From an optimization exercise on the open Yosys and OpenROAD flow, aimed at small area; shortcuts taken in it are not production practice.
Function was checked by simulation only, so behaviour that the tests miss may differ from the original.
Power is estimated from default activity; no workload was simulated.

File: flow/config.mk
export PLATFORM = sky130hd
export DESIGN_NAME = regfile_ext_sb
export DESIGN_NICKNAME = regfile_ext_sb
export VERILOG_FILES = /design/flow/design.v
export SDC_FILE = /design/flow/constraint.sdc
export NUM_CORES = 4
export LEC_CHECK = 0
export CAP_MARGIN = 20
export CORE_MARGIN = 2
export CORE_UTILIZATION = 25
export SLEW_MARGIN = 20
File: flow/constraint.sdc
create_clock -name core_clock -period 10.0 [get_ports {clk}]
set_input_delay 2.0000 -clock core_clock [delete_from_list [all_inputs] [get_ports {clk}]]
set_output_delay 2.0000 -clock core_clock [all_outputs]
set_load 0.01 [all_outputs]
File: flow/design.v
module regfile_ext_sb #(
    parameter int unsigned DW     = 32,
    parameter int unsigned NREG   = 32,
    parameter int unsigned AW     = 5,
    parameter int unsigned NRP    = 2,
    parameter bit          BYPASS = 1'b1
) (
    input  logic              clk,
    input  logic              rst_n,
    input  logic              we,
    input  logic [2:0]        wmode,
    input  logic [AW-1:0]     waddr,
    input  logic [DW-1:0]     wdata,
    input  logic [1:0]        byte_off,
    input  logic [DW-1:0]     pc,
    input  logic [NRP*AW-1:0] raddr,
    output logic [NRP*DW-1:0] rdata,
    input  logic              issue_ld,
    input  logic [AW-1:0]     ld_rd,
    output logic [NREG-1:0]   busy,
    output logic              stall,
    output logic              misalign
);
    localparam logic [2:0] ModeWord = 3'd0;
    localparam logic [2:0] ModeLb   = 3'd1;
    localparam logic [2:0] ModeLbu  = 3'd2;
    localparam logic [2:0] ModeLh   = 3'd3;
    localparam logic [2:0] ModeLhu  = 3'd4;
    localparam logic [2:0] ModeLink = 3'd5;
    logic [DW-1:0]   regs_q [NREG];
    logic [NREG-1:0] busy_q, busy_d;
    logic            misalign_q;
    logic [7:0]    wbyte;
    logic [15:0]   whalf;
    logic [DW-1:0] wv;
    logic          legal;
    logic          misal;
    logic          do_write;
    assign wbyte = wdata[8*byte_off +: 8];
    assign whalf = wdata[16*byte_off[1] +: 16];
    always_comb begin
        wv    = '0;
        legal = 1'b0;
        misal = 1'b0;
        case (wmode)
            ModeWord: begin
                wv    = wdata;
                legal = (byte_off == 2'd0);
                misal = !legal;
            end
            ModeLb: begin
                wv    = {{(DW-8){wbyte[7]}}, wbyte};
                legal = 1'b1;
            end
            ModeLbu: begin
                wv    = {{(DW-8){1'b0}}, wbyte};
                legal = 1'b1;
            end
            ModeLh: begin
                wv    = {{(DW-16){whalf[15]}}, whalf};
                legal = !byte_off[0];
                misal = byte_off[0];
            end
            ModeLhu: begin
                wv    = {{(DW-16){1'b0}}, whalf};
                legal = !byte_off[0];
                misal = byte_off[0];
            end
            ModeLink: begin
                wv    = pc + DW'(4);
                legal = 1'b1;
            end
            default: ;
        endcase
    end
    assign do_write = we && legal && (waddr != '0) && (32'(waddr) < NREG);
    always_comb begin
        busy_d = busy_q;
        if (do_write) begin
            busy_d[waddr] = 1'b0;
        end
        if (issue_ld && (ld_rd != '0) && (32'(ld_rd) < NREG)) begin
            busy_d[ld_rd] = 1'b1;
        end
        busy_d[0] = 1'b0;
    end
    always_ff @(posedge clk) begin
        if (!rst_n) begin
            for (int i = 0; i < NREG; i++) begin
                regs_q[i] <= '0;
            end
            busy_q     <= '0;
            misalign_q <= 1'b0;
        end else begin
            if (do_write) begin
                regs_q[waddr] <= wv;
            end
            busy_q     <= busy_d;
            misalign_q <= we && misal;
        end
    end
    always_comb begin
        logic [AW-1:0] ra;
        ra    = '0;
        rdata = '0;
        stall = 1'b0;
        for (int k = 0; k < NRP; k++) begin
            ra = raddr[k*AW +: AW];
            if ((ra != '0) && (32'(ra) < NREG)) begin
                if (BYPASS && do_write && (waddr == ra)) begin
                    rdata[k*DW +: DW] = wv;
                end else begin
                    rdata[k*DW +: DW] = regs_q[ra];
                end
                if (busy_q[ra]) begin
                    stall = 1'b1;
                end
            end
        end
    end
    assign busy     = busy_q;
    assign misalign = misalign_q;
endmodule
File: flow/run.sh
#!/bin/bash
# synth_recipe.tcl (not shown) runs the flow's synth.tcl, then flattens the netlist and writes it again
# the make line also repeats each setting of config.mk as NAME=value (left out here)
make -C /OpenROAD-flow-scripts/flow DESIGN_CONFIG=/design/flow/config.mk WORK_HOME=/design/flow/orfs CLKGATE_MAP_FILE= SYNTH_SCRIPT=/design/flow/synth_recipe.tcl finish
==> summary.md <==
| Metric | Value |
|---|---|
| F_max | `111.0 MHz` |
| Starting density of the core | `25.20%` |
| DRC violations left | `0` |
| Number of enable flip-flop cells after synthesis | `1,024` |
| Area occupied by multi-input gates | `23,930 µm²` |
| Reg power frac | `47.2%` |
| IO Pins | `191` |
| Min cycle time layout | `9.011 ns` |
| Final setup fails | `0` |
| Share of the synthesized area in the top cell type | `54.21%` |
| Crit path capture type | `primary output` |
| Final net count | `4,517` |
| Post-Syn Nets | `4,489` |
| Cell taking the most area after synthesis | `edfxtp_1` |
| Hold WC Path Type | `reg -> reg` |
| Crit Path Class | `in -> out` |
| # rows | `174` |
| Setup TNS Final | `0 ns` |
| Worst EP arrival | `7.01 ns` |
| Die height | `480.3 µm` |
| Comb power frac | `15.4%` |
| Final hold vios | `0` |
| Ys async rst share | `0%` |
| Via/cell ratio | `5.656` |
| Leakage | `21.67 nW` |
| Share of cells above drive strength 1 | `18.95%` |
| First-pass GRT wire length | `316.5 mm` |
| Remaining Overflow, GRT | `0` |
| Register area | `31,390 µm²` |
| CP startpoint kind | `input port` |
| Vias in the first global route | `41,040` |
| Core area | `225,100 µm²` |
| Sequential-to-total area share from yosys stat | `55.34%` |
| Antenna violations before repair | `15` |
| CTS tree | `built` |
| Post-Synthesis Cells | `4,385` |
| Detailed Place HPWL | `141.6 mm` |
| Antenna-violating nets left | `0` |
| Synth Register Bits | `1,056` |
| Final period utilization | `90.11%` |
| Vias | `42,440` |
| Synth Flop Type | `edfxtp_1` |
| Hold_buf cts | `0` |
| Max FO, Critical Path | `37` |
| Outcome | `timing/DRC/antenna clean` |
| Sw Ratio | `27.37%` |
| Per-cell routed wire length | `30.45 µm` |
| H-tree Lvls | `3` |
| Filler instances | `22,680` |
| DR pass1 iterations | `6` |
| Sink Count | `1,056` |
| Die Span X | `480.3 µm` |
| Total power | `0.01101 W` |
| CTS buffer count | `108` |
| Clock Tree Root | `clkbuf_16` |
| Area of the die | `230,700 µm²` |
| Yosys cell types | `66` |
| Skew-Pair Late Insertion Delay | `0.73 ns` |
| Slew HR | `22.56%` |
| GPL Wtd Cong | `0.8829` |
| Final Core Density | `29.28%` |
| Slew Limit Fails | `0` |
| Synth area leaders | `edfxtp_1, mux4_2, nor2_1` |
| Syn avg cell area | `12.93 µm²` |
| Mapped Area | `56,720 µm²` |
| PortBufs | `189` |
| Max_cap viols | `0` |
| Req. time, crit path | `8.00 ns` |
| # Post-CTS Setup Buffers | `0` |
| Worst IR Drop VDD | `0.1387 mV` |
| Power density cells | `167.0 nW/µm²` |
| Initial DRC count | `6,906` |
| Layout area overhead | `16.20%` |
| Clock Power Share | `37.4%` |
| Total detailed-routing wirelength | `228.5 mm` |
| Clock Skews | `0 ns` |
| P_sw | `0.003013 W` |
| GRT Util Overall | `19.16%` |
| Clock transition at the registers of the reported paths | `0.06 ns` |
| Worst slew pin tran | `1.158 ns` |
| Post-cts sizing count | `0` |
| Yosys warning count | `1` |
| Cell Int Power | `0.007996 W` |
| Pin count of the biggest net entering global routing | `116` |
| RSZ-0062 raised after global routing | `false` |
| CTS Buffer Depth | `3` |
[cell usage after synthesis (all sizes together) (34+ instances only)]
cell type,number
nor2,1104
edfxtp,1024
mux4,402
mux2i,390
clkbuf,280
buf,169
a22oi,159
nand2,157
a211oi,94
o21ai,61
nand3,58
a21oi,54
nor3,48
nor2b,36
nor4,36
a21boi,34
[state kept, by name, indices dropped and copies added (netlist names)]
signal	cells
regs_q	1024
busy_q	31
misalign_q	1
[kinds of logic after synthesis]
logic type	share of synthesized area, %
other	0.006611
buffers and inverters	3.375
AOI/OAI and AO/OA	6.254
and+or+nand+nor	11.19
xor gates and xnor gates	0.5868
DFF	55.34
adders and majority gates	0.2427
muxes	23.00
[metal layers]
| metal | global-route usage [%] | vias to the layer above | routed length [µm] |
|---|---|---|---|
| met2 | 30.05 | 3234 | 103700 |
| met5 | 0 | - | 55 |
| li1 | - | 16740 | - |
| met3 | 4.632 | 605 | 28000 |
| met4 | 9.587 | 8 | 13230 |
| met1 | 24.65 | 21860 | 83580 |
[power by group through the flow]
stage | sequential (W) | combinational, W | clock, W
floorplan | 0.00524 | 0.000944 | 0
global route | 0.00521 | 0.00175 | 0.00428
CTS | 0.00519 | 0.00168 | 0.00412
finish | 0.00519 | 0.00169 | 0.00412
detailed placement | 0.00528 | 0.00167 | 0
global placement | 0.00526 | 0.00167 | 0
[worst max-delay path, stage by stage]
cell and delay [ns]:
clkdlybuf4s50_1 0.69, inv_1 0.14, ha_1 0.31, nor3b_1 0.18, ha_1 0.22, and4b_1 0.58
and4_4 0.77, buf_4 0.51, nor3_1 0.12, a211oi_1 0.70, clkdlybuf4s50_1 0.70
[per-stage QoR]
stage	hold WS [ns]	setup slack, ns	cell area, µm²	std cells
after floorplan	0.5199	3.731	56720	4385
after global placement	0.5117	1.308	62420	7295
after detailed placement	0.5143	1.205	62420	7295
after CTS	0.5232	1.173	65880	7493
after global routing	0.5593	0.9557	65890	7498
final	0.5182	0.9894	65910	7504
[cell type report]
type | count | area share, %
tap | 2992 | 5.680
timing repair buffer | 367 | 5.037
clock buffer | 134 | 4.313
sequential | 1056 | 47.63
antenna | 11 | 0.04177
clock inverter | 64 | 0.9321
multi-input combinational | 2869 | 36.30
inverter | 11 | 0.06265
[final timing paths]
| check | start | end | slack, ns | cells past startpoint |
|---|---|---|---|---|
| min reg2reg | busy_q[8] | busy_q[8] | 0.52 | 2 |
| max | waddr[1] | rdata[50] | 0.99 | 11 |
| min | busy_q[8] | busy_q[8] | 0.52 | 2 |
| max reg2reg | busy_q[16] | busy_q[16] | 9.19 | 2 |
[cells in the final DEF (no fill, tap or decap), types with 90 or more instances in the layout]
cell type / n
nand2_1: 106
clkdlybuf4s50_1: 180
a211oi_1: 90
mux4_2: 402
mux2i_1: 390
a22oi_1: 159
edfxtp_1: 1024
clkbuf_16: 110
buf_4: 173
nor2_1: 1099

[separate check: timing with driven ports]
Ports are ideal in the flow. The routed layout listed here was re-timed in OpenROAD. Step 1 sets driving cells, clkbuf_16 on the clock port and buf_2 on the other inputs (assumed; they add their load-dependent delay and slew). Step 2 also shifts input and output timing later by t, the mid clock arrival at the registers, as if the neighbouring blocks saw the same clock. a / b / c = ideal / step 1 / step 2; a / b = the first two.
t, ns: 0.824
setup WS [ns]: 0.989 / 0.927 / 0.927
pins driven straight from the clock port: 1
After both steps setup and hold are still met in this run. The setup slack of this run moves by -0.062 ns with the drivers and by -0.062 ns with both steps.
